Source: an optimization exercise on an open RTL-to-GDS flow (aim: small area, a short achievable clock period and few clock cycles per item). Production flows keep margins and buffers that such runs may drop.
At most, simulation tests tie the RTL to the original design; equivalence was not proved.
No activity file was given, so power comes from the tool's default toggle rates.

==> inputs of job 8240 <==
## hidden_mac_top
module hidden_mac_top (
	input  wire                 clk,
	input  wire                 reset,
	input  wire                 i_start,
	input  wire                 i_empty,      
	input  wire                 i_read_done,  
	input  logic [31:0]         i_din,
	input  logic [127:0]        i_weights,
	input  logic [3:0]          i_rd_addr,
	output logic                o_ready,
	output logic                o_next_in,    
	output logic                o_all_done,
	output logic [2:0]          o_state,
	output logic [127:0]        o_rd_data
);
==> module hidden_ram, before the edit <==
module hidden_ram (
	input  wire            clk,
	input  logic [3:0]     nx,         
	input  logic [7:0]     rd_u,       
	input  wire            clr,        
	output logic [127:0]   head,       
	input  logic [127:0]   tail,       
	input  logic [3:0]     i_rd_addr,
	output logic [127:0]   o_rd_data
);
	localparam int RW = mac_pkg::ROW_W;
	localparam int D  = mac_pkg::DEPTH;
	logic [D*RW-1:0] ring;  
	always_ff @(posedge clk) begin
		ring[0 +: RW]        <= ring[RW +: RW];
		ring[RW +: RW]       <= clr ? '0 : ring[2*RW +: RW];
		ring[2*RW +: (D-3)*RW] <= ring[3*RW +: (D-3)*RW];
		ring[(D-1)*RW +: RW] <= tail;
	end
	assign head = ring[RW +: RW];
	genvar q, t;
	generate
		for (q = 0; q < 4; q = q + 1) begin : g_rd
			logic [16*32-1:0] d;
			for (t = 0; t < 16; t = t + 1) begin : g_slot
				assign d[t*32 +: 32] = ring[t*RW + q*32 +: 32];
			end
			mac_rdslice u_rd (
				.r  (i_rd_addr),
				.nx (nx),
				.u  (rd_u),
				.d  (d),
				.o  (o_rd_data[q*32 +: 32])
			);
		end
	endgenerate
endmodule
==> module mac_rdslice, before the edit <==
module mac_rdslice (
	input  logic [3:0]   r,
	input  logic [3:0]   nx,
	input  logic [7:0]   u,     
	input  logic [511:0] d,     
	output logic [31:0]  o
);
	logic [3:0] base;
	logic [1:0] tlo [4];   
	logic [1:0] thi [4][4];  
	logic [3:0] rlo;         
	logic [3:0] lo_sel, hi_sel;
	logic [31:0] grp [4];
	assign base = 4'd2 - nx;
	always_comb begin
		for (int k = 0; k < 4; k++) begin
			tlo[k] = 2'(k) - base[1:0];
			for (int j = 0; j < 4; j++)
				thi[k][j] = 2'(k) + u[2*j +: 2];
		end
		for (int j = 0; j < 4; j++) rlo[j] = (r[1:0] == 2'(j));
		for (int k = 0; k < 4; k++) begin
			lo_sel[k] = (r[1:0] == tlo[k]);
			hi_sel[k] = 1'b0;
			for (int j = 0; j < 4; j++)
				hi_sel[k] = hi_sel[k] | (rlo[j] && (r[3:2] == thi[k][j]));
		end
		o = '0;
		for (int g = 0; g < 4; g++) begin
			grp[g] = '0;
			for (int k = 0; k < 4; k++)
				grp[g] = grp[g] | ({32{lo_sel[k]}} & d[(4*g+k)*32 +: 32]);
			o = o | ({32{hi_sel[g]}} & grp[g]);
		end
	end
endmodule
Settings: LEC_CHECK=0, CAP_MARGIN=20, CORE_MARGIN=2, CORE_UTILIZATION=60, CTS_CLUSTER_DIAMETER=160, CTS_CLUSTER_SIZE=20, PLACE_DENSITY=0.68, SETUP_SLACK_MARGIN=3.5, SLEW_MARGIN=20; clock period 9.0 ns.
standard.sh (not shown) runs the stock make flow with config.mk's settings and CLKGATE_MAP_FILE= SYNTH_SCRIPT=/design/flow/synth_recipe.tcl, a recipe that flattens the netlist after the stock synthesis.
==> flow/flow/run.sh <==
#!/bin/bash
# The standard layout (the standard.sh: ORFS from synthesis to the final
# layout) with these changes:
#  - synthesis uses flow/synth_noabc.tcl (see there), and keeps a few small
#    modules apart until after ABC (flow/synth_noabc.tcl flattens them
#    afterwards): the prefix nodes of the lanes' carry into bit 16, so each
#    maps to its own gate and the Kogge-Stone structure stays, and the four
#    readback slices, so each keeps its own slot decode;
#  - every port still gets a buffer, but a sky130_fd_sc_hd__buf_2 instead of
#    the delay cell that buffer_ports picks by itself (timing repair upsizes
#    the ones on critical paths);
#  - timing repair may replace a cell by one of another footprint;
#  - sky130_fd_sc_hd__a222oi_1, which comes in one weak size only, is added to
#    the platform's don't-use list, so slow selection gates can be upsized.
# make's output goes to flow_make.log; ORFS writes each step's own log under
# orfs/logs/.
set -euo pipefail
here=$(pwd)
# the platform's don't-use list (platforms/sky130hd/config.mk) and a222oi_1
dont_use="sky130_fd_sc_hd__probe_p_8 sky130_fd_sc_hd__probec_p_8 sky130_fd_sc_hd__lpflow_bleeder_1 sky130_fd_sc_hd__lpflow_clkbufkapwr_1 sky130_fd_sc_hd__lpflow_clkbufkapwr_16 sky130_fd_sc_hd__lpflow_clkbufkapwr_2 sky130_fd_sc_hd__lpflow_clkbufkapwr_4 sky130_fd_sc_hd__lpflow_clkbufkapwr_8 sky130_fd_sc_hd__lpflow_clkinvkapwr_1 sky130_fd_sc_hd__lpflow_clkinvkapwr_16 sky130_fd_sc_hd__lpflow_clkinvkapwr_2 sky130_fd_sc_hd__lpflow_clkinvkapwr_4 sky130_fd_sc_hd__lpflow_clkinvkapwr_8 sky130_fd_sc_hd__lpflow_decapkapwr_12 sky130_fd_sc_hd__lpflow_decapkapwr_3 sky130_fd_sc_hd__lpflow_decapkapwr_4 sky130_fd_sc_hd__lpflow_decapkapwr_6 sky130_fd_sc_hd__lpflow_decapkapwr_8 sky130_fd_sc_hd__lpflow_inputiso0n_1 sky130_fd_sc_hd__lpflow_inputiso0p_1 sky130_fd_sc_hd__lpflow_inputiso1n_1 sky130_fd_sc_hd__lpflow_inputiso1p_1 sky130_fd_sc_hd__lpflow_inputisolatch_1 sky130_fd_sc_hd__lpflow_isobufsrc_1 sky130_fd_sc_hd__lpflow_isobufsrc_16 sky130_fd_sc_hd__lpflow_isobufsrc_2 sky130_fd_sc_hd__lpflow_isobufsrc_4 sky130_fd_sc_hd__lpflow_isobufsrc_8 sky130_fd_sc_hd__lpflow_isobufsrckapwr_16 sky130_fd_sc_hd__lpflow_lsbuf_lh_hl_isowell_tap_1 sky130_fd_sc_hd__lpflow_lsbuf_lh_hl_isowell_tap_2 sky130_fd_sc_hd__lpflow_lsbuf_lh_hl_isowell_tap_4 sky130_fd_sc_hd__lpflow_lsbuf_lh_isowell_4 sky130_fd_sc_hd__lpflow_lsbuf_lh_isowell_tap_1 sky130_fd_sc_hd__lpflow_lsbuf_lh_isowell_tap_2 sky130_fd_sc_hd__lpflow_lsbuf_lh_isowell_tap_4 sky130_fd_sc_hd__a222oi_1"
bash standard.sh \
  "SYNTH_SCRIPT=$here/flow/synth_noabc.tcl" \
  "SYNTH_KEEP_MODULES=mac_pgn mac_gn mac_pgp mac_gp mac_rdslice" \
  MATCH_CELL_FOOTPRINT=0 \
  "DONT_USE_CELLS=$dont_use" \
  "BUFFER_PORTS_ARGS=-buffer_cell sky130_fd_sc_hd__buf_2" \
  finish > flow_make.log 2>&1
Other scripts of this flow, unchanged in this note and not shown: flow/flow/synth_noabc.tcl
==> job 9585 (differences from job 8240) <==
--- a/flow/design.v
+++ b/flow/design.v
@@ -17,59 +17,67 @@
 module mac_ctrl (
 	input  wire                 clk,
 	input  wire                 reset,
 	input  wire                 i_start,
 	input  wire                 i_empty,
 	input  wire                 i_read_done,
 	input  logic [31:0]         i_din,
 	input  logic [127:0]        i_weights,
-	output logic [15:0]         smp_one_n,    
-	output logic [15:0]         smp_two_n,    
-	output logic [15:0]         smp_neg_n,
-	output logic [127:0]        smp_weights_n,  
-	output logic [3:0]          nx,           
-	output logic [7:0]          rd_u,         
+	output logic [15:0]         smp_one,      
+	output logic [15:0]         smp_two,      
+	output logic [15:0]         smp_neg,
+	output logic [127:0]        smp_weights,
+	output logic [7:0]          rd_tlo,       
+	output logic [7:0]          rd_thi0,      
+	output logic [7:0]          rd_thi1,
+	output logic [3:0]          rd_wrap,
 	output logic                clr,          
 	output logic                o_ready,
 	output logic                o_next_in,
 	output logic                o_all_done,
 	output logic [2:0]          o_state
 );
 	localparam logic [1:0] IDLE = 2'd0, RUN = 2'd1, DRAIN = 2'd2, DONE = 2'd3;
 	logic [1:0]  state_q;
 	logic [3:0]  cnt_q;       
 	logic [3:0]  nx_q;
 	logic [3:0]  clr_cnt_q;
 	logic        clr_q;
 	logic        next_q;
 	logic [3:0]  nx_d;
 	logic [3:0]  base_d;
-	logic [7:0]  u_q;         
+	logic [7:0]  tlo_q, thi0_q, thi1_q;
+	logic [3:0]  wrap_q;
 	logic        drain_q;     
 	logic        ready;
 	logic        accept;
-	logic [15:0] one_nq, two_nq, neg_nq;
+	logic [15:0] one_q, two_q, neg_q;
 	logic [15:0] one_d, two_d, neg_d;
 	logic [32:0] dx;
-	logic [127:0] w_nq;
+	logic [127:0] w_q;
 	assign ready  = (state_q == RUN) && (nx_q == cnt_q);
 	assign accept = ready && !i_empty;
 	always_comb begin
 		nx_d = nx_q + 4'd1;
 		if (reset || (state_q == IDLE && i_start)) nx_d = '0;
 	end
-	assign nx = nx_q;
 	assign base_d = 4'd2 - nx_d;
 	always_ff @(posedge clk) begin
-		for (int j = 0; j < 4; j++)
-			if (j != 1)
-				u_q[2*j +: 2] <= 2'd0 - base_d[3:2] - 2'(((3'(j) + 3'(base_d[1:0])) > 3'd3) ? 1 : 0);
+		for (int k = 0; k < 4; k++) begin
+			tlo_q[2*k +: 2]  <= 2'(k) - base_d[1:0];
+			thi0_q[2*k +: 2] <= 2'(k) - base_d[3:2];
+			thi1_q[2*k +: 2] <= 2'(k) - base_d[3:2] - 2'd1;
+			wrap_q[k]        <= (3'(k) + 3'(base_d[1:0])) > 3'd3;
+		end
 	end
-	assign rd_u = {u_q[7:4], nx_q[3:2], u_q[1:0]};
+	assign rd_tlo  = tlo_q;
+	assign rd_thi0 = thi0_q;
+	assign rd_thi1 = thi1_q;
+	assign rd_wrap = wrap_q;
 	always_ff @(posedge clk) begin
 		if (reset) begin
 			state_q   <= IDLE;
 			cnt_q     <= '0;
 			clr_cnt_q <= '0;
 			clr_q     <= 1'b1;
 			next_q    <= 1'b0;
 			drain_q   <= 1'b0;
@@ -107,25 +115,25 @@
 		for (int i = 0; i < 16; i++) begin
 			one_d[i] = accept && (dx[2*i+1] ^ dx[2*i]);
 			two_d[i] = accept && ((dx[2*i+2] && !dx[2*i+1] && !dx[2*i]) || (!dx[2*i+2] && dx[2*i+1] && dx[2*i]));
 			neg_d[i] = accept && dx[2*i+2];
 		end
 	end
 	always_ff @(posedge clk) nx_q <= nx_d;
 	always_ff @(posedge clk) begin
-		one_nq <= ~one_d;
-		two_nq <= ~two_d;
-		neg_nq <= ~neg_d;
-		w_nq   <= ~i_weights;
+		one_q <= one_d;
+		two_q <= two_d;
+		neg_q <= neg_d;
+		w_q   <= i_weights;
 	end
-	assign smp_one_n   = one_nq;
-	assign smp_two_n   = two_nq;
-	assign smp_neg_n   = neg_nq;
-	assign smp_weights_n = w_nq;
+	assign smp_one     = one_q;
+	assign smp_two     = two_q;
+	assign smp_neg     = neg_q;
+	assign smp_weights = w_q;
 	assign clr         = clr_q;
 	assign o_ready    = ready;
 	assign o_next_in  = next_q;
 	assign o_all_done = (state_q == DONE);
 	assign o_state    = (state_q == IDLE) ? mac_pkg::ST_IDLE :
 	                    (state_q == DONE) ? mac_pkg::ST_DONE :
 	                    ready             ? mac_pkg::ST_READY : mac_pkg::ST_BUSY;
 endmodule
@@ -1722,111 +1730,97 @@
 		va_q  <= va[47:16];
 		vb_q  <= vb[47:16];
 		c16_q <= c16;
 	end
 	assign sum = va_q + vb_q + {31'b0, c16_q};
 endmodule
 module mac_lanes (
 	input  wire          clk,
-	input  logic [15:0]  one_n,   
-	input  logic [15:0]  two_n,   
-	input  logic [15:0]  neg_n,   
-	input  logic [127:0] w_n,   
+	input  logic [15:0]  one,   
+	input  logic [15:0]  two,   
+	input  logic [15:0]  neg,   
+	input  logic [127:0] w,     
 	input  logic [127:0] acc,   
 	output logic [127:0] sum    
 );
 	genvar l;
 	generate
 		for (l = 0; l < 4; l = l + 1) begin : g_lane
 			mac_lane u_lane (
 				.clk (clk),
-				.one (~one_n),
-				.two (~two_n),
-				.neg (~neg_n),
-				.w   (~w_n[l*32 +: 32]),
+				.one (one),
+				.two (two),
+				.neg (neg),
+				.w   (w[l*32 +: 32]),
 				.acc (acc[l*32 +: 32]),
 				.sum (sum[l*32 +: 32])
 			);
 		end
 	endgenerate
 endmodule
 `default_nettype wire
 `timescale 1ns/10ps
 `default_nettype none
 module hidden_ram (
 	input  wire            clk,
-	input  logic [3:0]     nx,         
-	input  logic [7:0]     rd_u,       
+	input  logic [7:0]     rd_tlo,     
+	input  logic [7:0]     rd_thi0,
+	input  logic [7:0]     rd_thi1,
+	input  logic [3:0]     rd_wrap,
 	input  wire            clr,        
 	output logic [127:0]   head,       
 	input  logic [127:0]   tail,       
 	input  logic [3:0]     i_rd_addr,
 	output logic [127:0]   o_rd_data
 );
 	localparam int RW = mac_pkg::ROW_W;
 	localparam int D  = mac_pkg::DEPTH;
 	logic [D*RW-1:0] ring;  
 	always_ff @(posedge clk) begin
 		ring[0 +: RW]        <= ring[RW +: RW];
 		ring[RW +: RW]       <= clr ? '0 : ring[2*RW +: RW];
 		ring[2*RW +: (D-3)*RW] <= ring[3*RW +: (D-3)*RW];
 		ring[(D-1)*RW +: RW] <= tail;
 	end
 	assign head = ring[RW +: RW];
-	genvar q, t;
-	generate
-		for (q = 0; q < 4; q = q + 1) begin : g_rd
-			logic [16*32-1:0] d;
-			for (t = 0; t < 16; t = t + 1) begin : g_slot
-				assign d[t*32 +: 32] = ring[t*RW + q*32 +: 32];
-			end
-			mac_rdslice u_rd (
-				.r  (i_rd_addr),
-				.nx (nx),
-				.u  (rd_u),
-				.d  (d),
-				.o  (o_rd_data[q*32 +: 32])
-			);
-		end
-	endgenerate
+	mac_rdslice u_rd (
+		.r    (i_rd_addr),
+		.tlo  (rd_tlo),
+		.thi0 (rd_thi0),
+		.thi1 (rd_thi1),
+		.wrap (rd_wrap),
+		.d    (ring),
+		.o    (o_rd_data)
+	);
 endmodule
 module mac_rdslice (
 	input  logic [3:0]   r,
-	input  logic [3:0]   nx,
-	input  logic [7:0]   u,     
-	input  logic [511:0] d,     
-	output logic [31:0]  o
+	input  logic [7:0]   tlo,   
+	input  logic [7:0]   thi0,  
+	input  logic [7:0]   thi1,  
+	input  logic [3:0]   wrap,  
+	input  logic [2047:0] d,    
+	output logic [127:0]  o
 );
-	logic [3:0] base;
-	logic [1:0] tlo [4];   
-	logic [1:0] thi [4][4];  
-	logic [3:0] rlo;         
 	logic [3:0] lo_sel, hi_sel;
-	logic [31:0] grp [4];
-	assign base = 4'd2 - nx;
+	logic       carry;
+	logic [127:0] grp [4];
 	always_comb begin
+		carry = wrap[r[1:0]];
 		for (int k = 0; k < 4; k++) begin
-			tlo[k] = 2'(k) - base[1:0];
-			for (int j = 0; j < 4; j++)
-				thi[k][j] = 2'(k) + u[2*j +: 2];
-		end
-		for (int j = 0; j < 4; j++) rlo[j] = (r[1:0] == 2'(j));
-		for (int k = 0; k < 4; k++) begin
-			lo_sel[k] = (r[1:0] == tlo[k]);
-			hi_sel[k] = 1'b0;
-			for (int j = 0; j < 4; j++)
-				hi_sel[k] = hi_sel[k] | (rlo[j] && (r[3:2] == thi[k][j]));
+			lo_sel[k] = (r[1:0] == tlo[2*k +: 2]);
+			hi_sel[k] = carry ? (r[3:2] == thi1[2*k +: 2]) : (r[3:2] == thi0[2*k +: 2]);
 		end
 		o = '0;
 		for (int g = 0; g < 4; g++) begin
 			grp[g] = '0;
 			for (int k = 0; k < 4; k++)
-				grp[g] = grp[g] | ({32{lo_sel[k]}} & d[(4*g+k)*32 +: 32]);
-			o = o | ({32{hi_sel[g]}} & grp[g]);
+				grp[g] = grp[g] | ({128{lo_sel[k]}} & d[(4*g+k)*128 +: 128]);
+			o = o | ({128{hi_sel[g]}} & grp[g]);
 		end
 	end
 endmodule
 `default_nettype wire
 `timescale 1ns/10ps
 `default_nettype none
 module hidden_mac_top (
 	input  wire                 clk,
@@ -1838,56 +1832,60 @@
 	input  logic [127:0]        i_weights,
 	input  logic [3:0]          i_rd_addr,
 	output logic                o_ready,
 	output logic                o_next_in,    
 	output logic                o_all_done,
 	output logic [2:0]          o_state,
 	output logic [127:0]        o_rd_data
 );
-	logic [15:0]  smp_one_n, smp_two_n, smp_neg_n;
-	logic [127:0] smp_weights_n;
-	logic [3:0]   nx;
-	logic [7:0]   rd_u;
+	logic [15:0]  smp_one, smp_two, smp_neg;
+	logic [127:0] smp_weights;
+	logic [7:0]   rd_tlo, rd_thi0, rd_thi1;
+	logic [3:0]   rd_wrap;
 	logic         clr;
 	logic [127:0] head;
 	logic [127:0] tail;
 	mac_ctrl u_ctrl (
 		.clk         (clk),
 		.reset       (reset),
 		.i_start     (i_start),
 		.i_empty     (i_empty),
 		.i_read_done (i_read_done),
 		.i_din       (i_din),
 		.i_weights   (i_weights),
-		.smp_one_n   (smp_one_n),
-		.smp_two_n   (smp_two_n),
-		.smp_neg_n   (smp_neg_n),
-		.smp_weights_n (smp_weights_n),
-		.nx          (nx),
-		.rd_u        (rd_u),
+		.smp_one     (smp_one),
+		.smp_two     (smp_two),
+		.smp_neg     (smp_neg),
+		.smp_weights (smp_weights),
+		.rd_tlo      (rd_tlo),
+		.rd_thi0     (rd_thi0),
+		.rd_thi1     (rd_thi1),
+		.rd_wrap     (rd_wrap),
 		.clr         (clr),
 		.o_ready     (o_ready),
 		.o_next_in   (o_next_in),
 		.o_all_done  (o_all_done),
 		.o_state     (o_state)
 	);
 	mac_lanes u_lanes (
 		.clk (clk),
-		.one_n (smp_one_n),
-		.two_n (smp_two_n),
-		.neg_n (smp_neg_n),
-		.w_n (smp_weights_n),
+		.one (smp_one),
+		.two (smp_two),
+		.neg (smp_neg),
+		.w   (smp_weights),
 		.acc (head),
 		.sum (tail)
 	);
 	hidden_ram u_ram (
 		.clk       (clk),
-		.nx        (nx),
-		.rd_u      (rd_u),
+		.rd_tlo    (rd_tlo),
+		.rd_thi0   (rd_thi0),
+		.rd_thi1   (rd_thi1),
+		.rd_wrap   (rd_wrap),
 		.clr       (clr),
 		.head      (head),
 		.tail      (tail),
 		.i_rd_addr (i_rd_addr),
 		.o_rd_data (o_rd_data)
 	);
 endmodule
 `default_nettype wire
==> flow/flow/run.sh (replaced) <==
#!/bin/bash
# The standard layout (the standard.sh: ORFS from synthesis to the final
# layout) with these changes:
#  - synthesis uses flow/synth_noabc.tcl (see there), and keeps a few small
#    modules apart until after ABC (flow/synth_noabc.tcl flattens them
#    afterwards): the prefix nodes of the lanes' carry into bit 16, so each
#    maps to its own gate and the Kogge-Stone structure stays;
#  - every port still gets a buffer, but a sky130_fd_sc_hd__buf_4 instead of
#    the delay cell that buffer_ports picks by itself;
#  - timing repair may replace a cell by one of another footprint;
#  - sky130_fd_sc_hd__a222oi_1, which comes in one weak size only, is added to
#    the platform's don't-use list, so slow selection gates can be upsized.
# make's output goes to flow_make.log; ORFS writes each step's own log under
# orfs/logs/.
set -euo pipefail
here=$(pwd)
# the platform's don't-use list (platforms/sky130hd/config.mk) and a222oi_1
dont_use="sky130_fd_sc_hd__probe_p_8 sky130_fd_sc_hd__probec_p_8 sky130_fd_sc_hd__lpflow_bleeder_1 sky130_fd_sc_hd__lpflow_clkbufkapwr_1 sky130_fd_sc_hd__lpflow_clkbufkapwr_16 sky130_fd_sc_hd__lpflow_clkbufkapwr_2 sky130_fd_sc_hd__lpflow_clkbufkapwr_4 sky130_fd_sc_hd__lpflow_clkbufkapwr_8 sky130_fd_sc_hd__lpflow_clkinvkapwr_1 sky130_fd_sc_hd__lpflow_clkinvkapwr_16 sky130_fd_sc_hd__lpflow_clkinvkapwr_2 sky130_fd_sc_hd__lpflow_clkinvkapwr_4 sky130_fd_sc_hd__lpflow_clkinvkapwr_8 sky130_fd_sc_hd__lpflow_decapkapwr_12 sky130_fd_sc_hd__lpflow_decapkapwr_3 sky130_fd_sc_hd__lpflow_decapkapwr_4 sky130_fd_sc_hd__lpflow_decapkapwr_6 sky130_fd_sc_hd__lpflow_decapkapwr_8 sky130_fd_sc_hd__lpflow_inputiso0n_1 sky130_fd_sc_hd__lpflow_inputiso0p_1 sky130_fd_sc_hd__lpflow_inputiso1n_1 sky130_fd_sc_hd__lpflow_inputiso1p_1 sky130_fd_sc_hd__lpflow_inputisolatch_1 sky130_fd_sc_hd__lpflow_isobufsrc_1 sky130_fd_sc_hd__lpflow_isobufsrc_16 sky130_fd_sc_hd__lpflow_isobufsrc_2 sky130_fd_sc_hd__lpflow_isobufsrc_4 sky130_fd_sc_hd__lpflow_isobufsrc_8 sky130_fd_sc_hd__lpflow_isobufsrckapwr_16 sky130_fd_sc_hd__lpflow_lsbuf_lh_hl_isowell_tap_1 sky130_fd_sc_hd__lpflow_lsbuf_lh_hl_isowell_tap_2 sky130_fd_sc_hd__lpflow_lsbuf_lh_hl_isowell_tap_4 sky130_fd_sc_hd__lpflow_lsbuf_lh_isowell_4 sky130_fd_sc_hd__lpflow_lsbuf_lh_isowell_tap_1 sky130_fd_sc_hd__lpflow_lsbuf_lh_isowell_tap_2 sky130_fd_sc_hd__lpflow_lsbuf_lh_isowell_tap_4 sky130_fd_sc_hd__a222oi_1"
bash standard.sh \
  "SYNTH_SCRIPT=$here/flow/synth_noabc.tcl" \
  "SYNTH_KEEP_MODULES=mac_pgn mac_gn mac_pgp mac_gp" \
  MATCH_CELL_FOOTPRINT=0 \
  "DONT_USE_CELLS=$dont_use" \
  "BUFFER_PORTS_ARGS=-buffer_cell sky130_fd_sc_hd__buf_4" \
  finish > flow_make.log 2>&1
CTS_CLUSTER_DIAMETER = 150   (was 160)
CTS_CLUSTER_SIZE = 18   (was 20)
==> job 4001 (differences from job 8240) <==
--- a/flow/design.v
+++ b/flow/design.v
@@ -1767,46 +1767,37 @@
 	logic [D*RW-1:0] ring;  
 	always_ff @(posedge clk) begin
 		ring[0 +: RW]        <= ring[RW +: RW];
 		ring[RW +: RW]       <= clr ? '0 : ring[2*RW +: RW];
 		ring[2*RW +: (D-3)*RW] <= ring[3*RW +: (D-3)*RW];
 		ring[(D-1)*RW +: RW] <= tail;
 	end
 	assign head = ring[RW +: RW];
-	genvar q, t;
-	generate
-		for (q = 0; q < 4; q = q + 1) begin : g_rd
-			logic [16*32-1:0] d;
-			for (t = 0; t < 16; t = t + 1) begin : g_slot
-				assign d[t*32 +: 32] = ring[t*RW + q*32 +: 32];
-			end
-			mac_rdslice u_rd (
-				.r  (i_rd_addr),
-				.nx (nx),
-				.u  (rd_u),
-				.d  (d),
-				.o  (o_rd_data[q*32 +: 32])
-			);
-		end
-	endgenerate
+	mac_rdslice u_rd (
+		.r    (i_rd_addr),
+		.nx   (nx),
+		.u    (rd_u),
+		.d    (ring),
+		.o    (o_rd_data)
+	);
 endmodule
 module mac_rdslice (
 	input  logic [3:0]   r,
 	input  logic [3:0]   nx,
 	input  logic [7:0]   u,     
-	input  logic [511:0] d,     
-	output logic [31:0]  o
+	input  logic [2047:0] d,    
+	output logic [127:0]  o
 );
 	logic [3:0] base;
 	logic [1:0] tlo [4];   
 	logic [1:0] thi [4][4];  
 	logic [3:0] rlo;         
 	logic [3:0] lo_sel, hi_sel;
-	logic [31:0] grp [4];
+	logic [127:0] grp [4];
 	assign base = 4'd2 - nx;
 	always_comb begin
 		for (int k = 0; k < 4; k++) begin
 			tlo[k] = 2'(k) - base[1:0];
 			for (int j = 0; j < 4; j++)
 				thi[k][j] = 2'(k) + u[2*j +: 2];
 		end
 		for (int j = 0; j < 4; j++) rlo[j] = (r[1:0] == 2'(j));
@@ -1815,18 +1806,18 @@
 			hi_sel[k] = 1'b0;
 			for (int j = 0; j < 4; j++)
 				hi_sel[k] = hi_sel[k] | (rlo[j] && (r[3:2] == thi[k][j]));
 		end
 		o = '0;
 		for (int g = 0; g < 4; g++) begin
 			grp[g] = '0;
 			for (int k = 0; k < 4; k++)
-				grp[g] = grp[g] | ({32{lo_sel[k]}} & d[(4*g+k)*32 +: 32]);
-			o = o | ({32{hi_sel[g]}} & grp[g]);
+				grp[g] = grp[g] | ({128{lo_sel[k]}} & d[(4*g+k)*128 +: 128]);
+			o = o | ({128{hi_sel[g]}} & grp[g]);
 		end
 	end
 endmodule
 `default_nettype wire
 `timescale 1ns/10ps
 `default_nettype none
 module hidden_mac_top (
 	input  wire                 clk,
==> flow/flow/run.sh (replaced) <==
#!/bin/bash
# The standard layout (the standard.sh: ORFS from synthesis to the final
# layout) with these changes:
#  - synthesis uses flow/synth_noabc.tcl (see there), and keeps a few small
#    modules apart until after ABC (flow/synth_noabc.tcl flattens them
#    afterwards): the prefix nodes of the lanes' carry into bit 16, so each
#    maps to its own gate and the Kogge-Stone structure stays;
#  - every port still gets a buffer, but a sky130_fd_sc_hd__buf_2 instead of
#    the delay cell that buffer_ports picks by itself (timing repair upsizes
#    the ones on critical paths);
#  - timing repair may replace a cell by one of another footprint;
#  - sky130_fd_sc_hd__a222oi_1, which comes in one weak size only, is added to
#    the platform's don't-use list, so slow selection gates can be upsized.
# make's output goes to flow_make.log; ORFS writes each step's own log under
# orfs/logs/.
set -euo pipefail
here=$(pwd)
# the platform's don't-use list (platforms/sky130hd/config.mk) and a222oi_1
dont_use="sky130_fd_sc_hd__probe_p_8 sky130_fd_sc_hd__probec_p_8 sky130_fd_sc_hd__lpflow_bleeder_1 sky130_fd_sc_hd__lpflow_clkbufkapwr_1 sky130_fd_sc_hd__lpflow_clkbufkapwr_16 sky130_fd_sc_hd__lpflow_clkbufkapwr_2 sky130_fd_sc_hd__lpflow_clkbufkapwr_4 sky130_fd_sc_hd__lpflow_clkbufkapwr_8 sky130_fd_sc_hd__lpflow_clkinvkapwr_1 sky130_fd_sc_hd__lpflow_clkinvkapwr_16 sky130_fd_sc_hd__lpflow_clkinvkapwr_2 sky130_fd_sc_hd__lpflow_clkinvkapwr_4 sky130_fd_sc_hd__lpflow_clkinvkapwr_8 sky130_fd_sc_hd__lpflow_decapkapwr_12 sky130_fd_sc_hd__lpflow_decapkapwr_3 sky130_fd_sc_hd__lpflow_decapkapwr_4 sky130_fd_sc_hd__lpflow_decapkapwr_6 sky130_fd_sc_hd__lpflow_decapkapwr_8 sky130_fd_sc_hd__lpflow_inputiso0n_1 sky130_fd_sc_hd__lpflow_inputiso0p_1 sky130_fd_sc_hd__lpflow_inputiso1n_1 sky130_fd_sc_hd__lpflow_inputiso1p_1 sky130_fd_sc_hd__lpflow_inputisolatch_1 sky130_fd_sc_hd__lpflow_isobufsrc_1 sky130_fd_sc_hd__lpflow_isobufsrc_16 sky130_fd_sc_hd__lpflow_isobufsrc_2 sky130_fd_sc_hd__lpflow_isobufsrc_4 sky130_fd_sc_hd__lpflow_isobufsrc_8 sky130_fd_sc_hd__lpflow_isobufsrckapwr_16 sky130_fd_sc_hd__lpflow_lsbuf_lh_hl_isowell_tap_1 sky130_fd_sc_hd__lpflow_lsbuf_lh_hl_isowell_tap_2 sky130_fd_sc_hd__lpflow_lsbuf_lh_hl_isowell_tap_4 sky130_fd_sc_hd__lpflow_lsbuf_lh_isowell_4 sky130_fd_sc_hd__lpflow_lsbuf_lh_isowell_tap_1 sky130_fd_sc_hd__lpflow_lsbuf_lh_isowell_tap_2 sky130_fd_sc_hd__lpflow_lsbuf_lh_isowell_tap_4 sky130_fd_sc_hd__a222oi_1"
bash standard.sh \
  "SYNTH_SCRIPT=$here/flow/synth_noabc.tcl" \
  "SYNTH_KEEP_MODULES=mac_pgn mac_gn mac_pgp mac_gp" \
  MATCH_CELL_FOOTPRINT=0 \
  "DONT_USE_CELLS=$dont_use" \
  "BUFFER_PORTS_ARGS=-buffer_cell sky130_fd_sc_hd__buf_2" \
  finish > flow_make.log 2>&1
==> notes.md <==
* Maximum clock frequency at 167 MHz
* M1 WL at 191 mm
* Outcome: finished clean
* Fin cells at 15091
* Initial core utilization at 0.604
* Multi-In Gates at 8324
* Worst EP arrival at 4.19 ns
* Diodes inserted at 16
* Post-synthesis compound-gate area fraction at 0.190
* Vias per std cell at 7.17
* Worst Clk Skew at 0.0822 ns
* N_taps at 3132
* Comb group at 0.0378 W
* Synth top area cells: dfxtp_1 (36%), fa_1 (23%), a22oi_1 (12%)
* Pre-antenna DRT Iters at 10
The numbers above come from job 9585.

==> notes.md <==
* Post-synthesis compound-gate area fraction at 0.164
* Synth top area cells: dfxtp_1 (35%), fa_1 (23%), xnor2_1 (12%)
* Crit-path slowest cell: a221oi_2
* Worst Clk Skew at 0.0665 ns
* Worst EP arrival at 3.98 ns
* Mean Syn Cell Area at 10.5 um^2
* Multi-In Gates at 9192
* Comb group at 0.0374 W
* M1 WL at 198 mm
* Total grt overflow at 0
* Initial core utilization at 0.603
* Vias per std cell at 7.25
* Outcome: finished clean
* Slew @ Worst Pin at 1.29 ns
* Num CTS Buffers at 144
* Maximum clock frequency at 173 MHz
* Diodes inserted at 56
* Pre-antenna DRT Iters at 10
* N_taps at 3150
* Post-Synthesis Cell Area at 0.142 mm^2
The numbers above come from job 4001.

==> notes.md <==
* Outcome: finished clean
* Worst Clk Skew at 0.0496 ns
* Post-synth EDFFs at 0
* Pre-antenna DRT Iters at 19
* Comb group at 0.0360 W
* Synth top area cells: dfxtp_1 (35%), fa_1 (22%), xnor2_1 (12%)
* M1 WL at 189 mm
* Vias per std cell at 7.15
* Maximum clock frequency at 175 MHz
* N_taps at 3185
* Post-synthesis compound-gate area fraction at 0.156
* Fin cells at 16153
* Diodes inserted at 9
* Multi-In Gates at 8961
The numbers above come from job 8240.

Testbench counts of job 8240, summed over its fixed seeds: cycles 2,869, samples 2,741.
Testbench counts of job 4001, summed over its fixed seeds: cycles 2,869, samples 2,741.
The RTL of job 9585 was laid out without a check of its function.

-- what the ideal ports hide --
The flow's constraints put no driver on any port. The routed layouts listed below were extracted and timed again, unchanged, in two steps. Step 1, drivers: a clkbuf_16 drives clk and a buf_2 each remaining input, both assumed. Step 2 moves the port delays by t, midway between the first and last clock arrival at a register: inputs arrive t later, outputs are due t later. That takes back most of the time a late clock gives input paths. Three values: ideal ports, drivers, drivers and shift; two values: the first two.
| run | t, ns | setup slack, ns | worst slew at a driven data input, ns |
|---|---|---|---|
| job 8240 | 0.947 | 3.273 / 2.997 / 2.997 | 0.33 |
| job 9585 | 0.958 | 3.013 / 2.959 / 2.959 | 0.07 |
| job 4001 | 0.978 | 3.219 / 3.050 / 3.050 | 0.37 |
After both steps every run listed still meets setup and hold. For job 8240, which loses most, drivers alone change the setup slack by -0.276 ns; drivers and shift together by -0.276 ns.
